Background: an optimization exercise with open tools, aiming at small area, a short achievable clock period and few clock cycles per item. Do not read the settings as production practice.
Power is estimated from default activity; no workload was simulated.

// ooo_top
module ooo_top (
   input  wire         clock,
   input  wire         reset,
   input  wire         dispatch_valid,
   input  wire  [2:0]  dispatch_op,
   input  wire  [3:0]  dispatch_rd,
   input  wire  [3:0]  dispatch_rs1,
   input  wire  [3:0]  dispatch_rs2,
   input  wire  [15:0] dispatch_imm,
   output logic        dispatch_ready,
   output logic        commit_valid,
   output logic [3:0]  commit_rd,
   output logic [31:0] commit_value
);
   localparam logic [2:0] op_li  = 3'd0;
   localparam logic [2:0] op_add = 3'd1;
   localparam logic [2:0] op_sub = 3'd2;
   localparam logic [2:0] op_and = 3'd3;
   localparam logic [2:0] op_xor = 3'd4;
   localparam logic [2:0] op_mul = 3'd5;
   localparam int         mid_w  = ooo_pkg::mid_w;
   logic [31:0]      rf [16];
   logic [15:0]      rf_set;
   logic             f_valid;
   logic [2:0]       f_op;
   logic [3:0]       f_rd;
   logic [3:0]       f_rs1;
   logic [3:0]       f_rs2;
   logic [15:0]      f_imm;
   logic             ready_q;     
   logic             d_valid;
   logic             d_sub;       
   logic             d_sel_sum;   
   logic             d_sel_and;
   logic             d_sel_xor;
   logic             d_mul;
   logic [3:0]       d_rd;
   logic [31:0]      d_a;
   logic [31:0]      d_b;         
   logic [15:0]      d_one, d_two, d_neg;    
   logic             d_a_m, d_b_m, d_a_w, d_b_w;
   logic             d_ma_m, d_mb_m, d_ma_w, d_mb_w;
   logic             h_a_m, h_b_m, h_a_w, h_b_w;
   logic             h_ma_m, h_mb_m, h_ma_w, h_mb_w;
   logic             m_valid;
   logic             m_mul;
   logic [3:0]       m_rd;
   logic [mid_w-1:0] m_mid;
   logic             w_valid;
  ...
Size in the first run: ~5100 cells after synthesis, roughly 890 flip-flops, about 72 I/O pins, roughly 52000 um^2 of cells after synthesis.
==> flow/config.mk <==
export PLATFORM = sky130hd
export DESIGN_NAME = ooo_top
export DESIGN_NICKNAME = ooo_top
export VERILOG_FILES = /design/flow/design.v
export SDC_FILE = /design/flow/constraint.sdc
export NUM_CORES = 4
export LEC_CHECK = 0
export CAP_MARGIN = 20
export CORE_MARGIN = 2
export CORE_UTILIZATION = 40
export PLACE_DENSITY = 0.5
export SETUP_SLACK_MARGIN = 5
export SLEW_MARGIN = 20
export TNS_END_PERCENT = 0
==> flow/constraint.sdc <==
create_clock -name core_clock -period 8.0 [get_ports {clock}]
set_input_delay 1.6000 -clock core_clock [delete_from_list [all_inputs] [get_ports {clock}]]
set_output_delay 1.6000 -clock core_clock [all_outputs]
set_load 0.01 [all_outputs]
run.sh (not shown) runs the stock make flow with config.mk's settings and CLKGATE_MAP_FILE= SYNTH_SCRIPT=/design/flow/synth_recipe.tcl, a recipe that flattens the netlist after the stock synthesis.
Next try:
--- a/flow/design.v
+++ b/flow/design.v
@@ -1278,49 +1278,23 @@
    logic             a_d, b_d, a_m, b_m, a_w, b_w;
    logic             ready_next;
    logic [31:0]      rd_a, rd_b;
    logic [15:0]      rd_one, rd_two, rd_neg;
    logic [15:0]      m_one, m_two, m_neg;
    logic [15:0]      w_one, w_two, w_neg;
+   logic [15:0]      e_one, e_two, e_neg;
    logic [15:0]      x_one, x_two, x_neg;
    logic [31:0]      m_row0;
    logic [31:0]      xa, xb, ma;
-   logic [31:0]      sum;
-   logic [31:0]      and_ab;
+   logic [32:0]      sum;
    logic [31:0]      row0;
    logic [mid_w-1:0] tree_mid;
    logic [mid_w-1:0] x_mid;
    logic [31:0]      m_s, m_c;
    logic [31:0]      w_next;
    assign m_row0 = m_mid[31:0];
-   function automatic logic [31:0] add32(input logic [31:0] a, input logic [31:0] b,
-                                         input logic [31:0] g, input logic cin);
-      logic [31:0] gg;
-      logic [31:0] pp;
-      logic [31:0] ng;
-      logic [31:0] np;
-      logic [31:0] c;
-      gg    = g;
-      pp    = a | b;
-      gg[0] = g[0] | (pp[0] & cin);
-      for (int l = 0; l < 5; l++) begin
-         for (int i = 0; i < 32; i++) begin
-            if (i >= (1 << l)) begin
-               ng[i] = gg[i] | (pp[i] & gg[i - (1 << l)]);
-               np[i] = pp[i] & pp[i - (1 << l)];
-            end else begin
-               ng[i] = gg[i];
-               np[i] = pp[i];
-            end
-         end
-         gg = ng;
-         pp = np;
-      end
-      c = {gg[30:0], cin};
-      add32 = (a ^ c) ^ b;
-   endfunction
    assign stall = f_valid && uses && d_valid && d_mul && (f_rs1 == d_rd || f_rs2 == d_rd);
    assign take           = !stall;
    assign dispatch_ready = ready_q;
    assign ready_next = !(!stall && f_valid && f_mul && dispatch_valid &&
                          dispatch_op != op_li &&
                          (dispatch_rs1 == f_rd || dispatch_rs2 == f_rd));
@@ -1416,37 +1390,40 @@
    assign xb[31:16] = h_b_m ? (m_row0[31:16] ^ {16{d_sub}}) :
                       (h_b_w ? (w_val[31:16] ^ {16{d_sub}}) : d_b[31:16]);
    assign ma[15:0]  = d_ma_m ? m_row0[15:0] : (d_ma_w ? w_val[15:0] : d_a[15:0]);
    assign ma[31:16] = h_ma_m ? m_row0[31:16] : (h_ma_w ? w_val[31:16] : d_a[31:16]);
    booth_enc i_m_enc (.b(m_row0), .one(m_one), .two(m_two), .neg(m_neg));
    booth_enc i_w_enc (.b(w_val), .one(w_one), .two(w_two), .neg(w_neg));
-   assign x_one[7:0]  = d_mb_m ? m_one[7:0] : (d_mb_w ? w_one[7:0] : d_one[7:0]);
-   assign x_two[7:0]  = d_mb_m ? m_two[7:0] : (d_mb_w ? w_two[7:0] : d_two[7:0]);
-   assign x_neg[7:0]  = d_mb_m ? m_neg[7:0] : (d_mb_w ? w_neg[7:0] : d_neg[7:0]);
-   assign x_one[15:8] = h_mb_m ? m_one[15:8] : (h_mb_w ? w_one[15:8] : d_one[15:8]);
-   assign x_two[15:8] = h_mb_m ? m_two[15:8] : (h_mb_w ? w_two[15:8] : d_two[15:8]);
-   assign x_neg[15:8] = h_mb_m ? m_neg[15:8] : (h_mb_w ? w_neg[15:8] : d_neg[15:8]);
-   assign and_ab = xa & xb;
-   assign sum    = add32(xa, xb, and_ab & ~{32{d_sel_xor}}, d_sub);
+   assign e_one = d_one & {16{d_mul}};
+   assign e_two = d_two & {16{d_mul}};
+   assign e_neg = d_neg & {16{d_mul}};
+   assign x_one[7:0]  = d_mb_m ? m_one[7:0] : (d_mb_w ? w_one[7:0] : e_one[7:0]);
+   assign x_two[7:0]  = d_mb_m ? m_two[7:0] : (d_mb_w ? w_two[7:0] : e_two[7:0]);
+   assign x_neg[7:0]  = d_mb_m ? m_neg[7:0] : (d_mb_w ? w_neg[7:0] : e_neg[7:0]);
+   assign x_one[15:8] = h_mb_m ? m_one[15:8] : (h_mb_w ? w_one[15:8] : e_one[15:8]);
+   assign x_two[15:8] = h_mb_m ? m_two[15:8] : (h_mb_w ? w_two[15:8] : e_two[15:8]);
+   assign x_neg[15:8] = h_mb_m ? m_neg[15:8] : (h_mb_w ? w_neg[15:8] : e_neg[15:8]);
+   assign sum = {xa, 1'b1} + {xb, d_sub};
    mul_tree1 i_mul_tree1 (.a(ma), .one(x_one), .two(x_two), .neg(x_neg), .mid(tree_mid));
-   assign row0 = ({32{d_sel_sum || d_sel_xor}} & sum)
-               | ({32{d_sel_and}}  & and_ab)
-               | ({32{d_mul}}      & tree_mid[31:0]);
-   assign x_mid = {tree_mid[mid_w-1:32] & {(mid_w-32){d_mul}}, row0};
+   assign row0 = ({32{d_sel_sum}}  & sum[32:1])
+               | ({32{d_sel_and}}  & (xa & xb))
+               | ({32{d_sel_xor}}  & (xa ^ xb))
+               | tree_mid[31:0];
+   assign x_mid = {tree_mid[mid_w-1:32], row0};
    always_ff @(posedge clock) begin
       if (reset) begin
          m_valid <= 1'b0;
       end else begin
          m_valid <= d_valid;
       end
       m_mul <= d_mul;
       m_rd  <= d_rd;
       m_mid <= x_mid;
    end
    mul_tree2 i_mul_tree2 (.mid(m_mid), .s(m_s), .c(m_c));
-   assign w_next = add32(m_s, m_c, m_s & m_c, 1'b0);
+   assign w_next = m_s + m_c;
    always_ff @(posedge clock) begin
       if (reset) begin
          w_valid <= 1'b0;
       end else begin
          w_valid <= m_valid;
       end
What happened:
- non-clock buffer count came out higher by 4
- sequential power came out higher slightly
- register-to-register slack got worse by 90 ps
- power came out higher by a few percent
- synthesized cell count came out lower by a few percent
- core utilization came out higher by 0.70 points
- worst hold slack got worse by 8.7 ps
No run of this note included a check of the RTL's function; only the layout flow was run.

[re-timing with driven ports]
No port has a modelled driver above. Below, the same layouts with a new extraction and two added sets of constraints.
Step 1 assumes that a clkbuf_16 drives the clock port and a buf_2 every other input.
Step 2 moves the port delays by t, midway between the first and last clock arrival at a register: inputs arrive t later, outputs are due t later. That takes back most of the time a late clock gives input paths.
Slacks: no drivers / after step 1 / after step 2; pairs: no drivers / after step 1.
run	t, ns	slack for setup (ns)	worst setup path at the end	worst slew at a driven data input, ns
the first run	0.795	3.969 / 3.969 / 3.969	register to register	0.09
the second run	0.786	3.875 / 3.875 / 3.875	register to register	0.04
After both steps setup and hold are still met in every run listed.
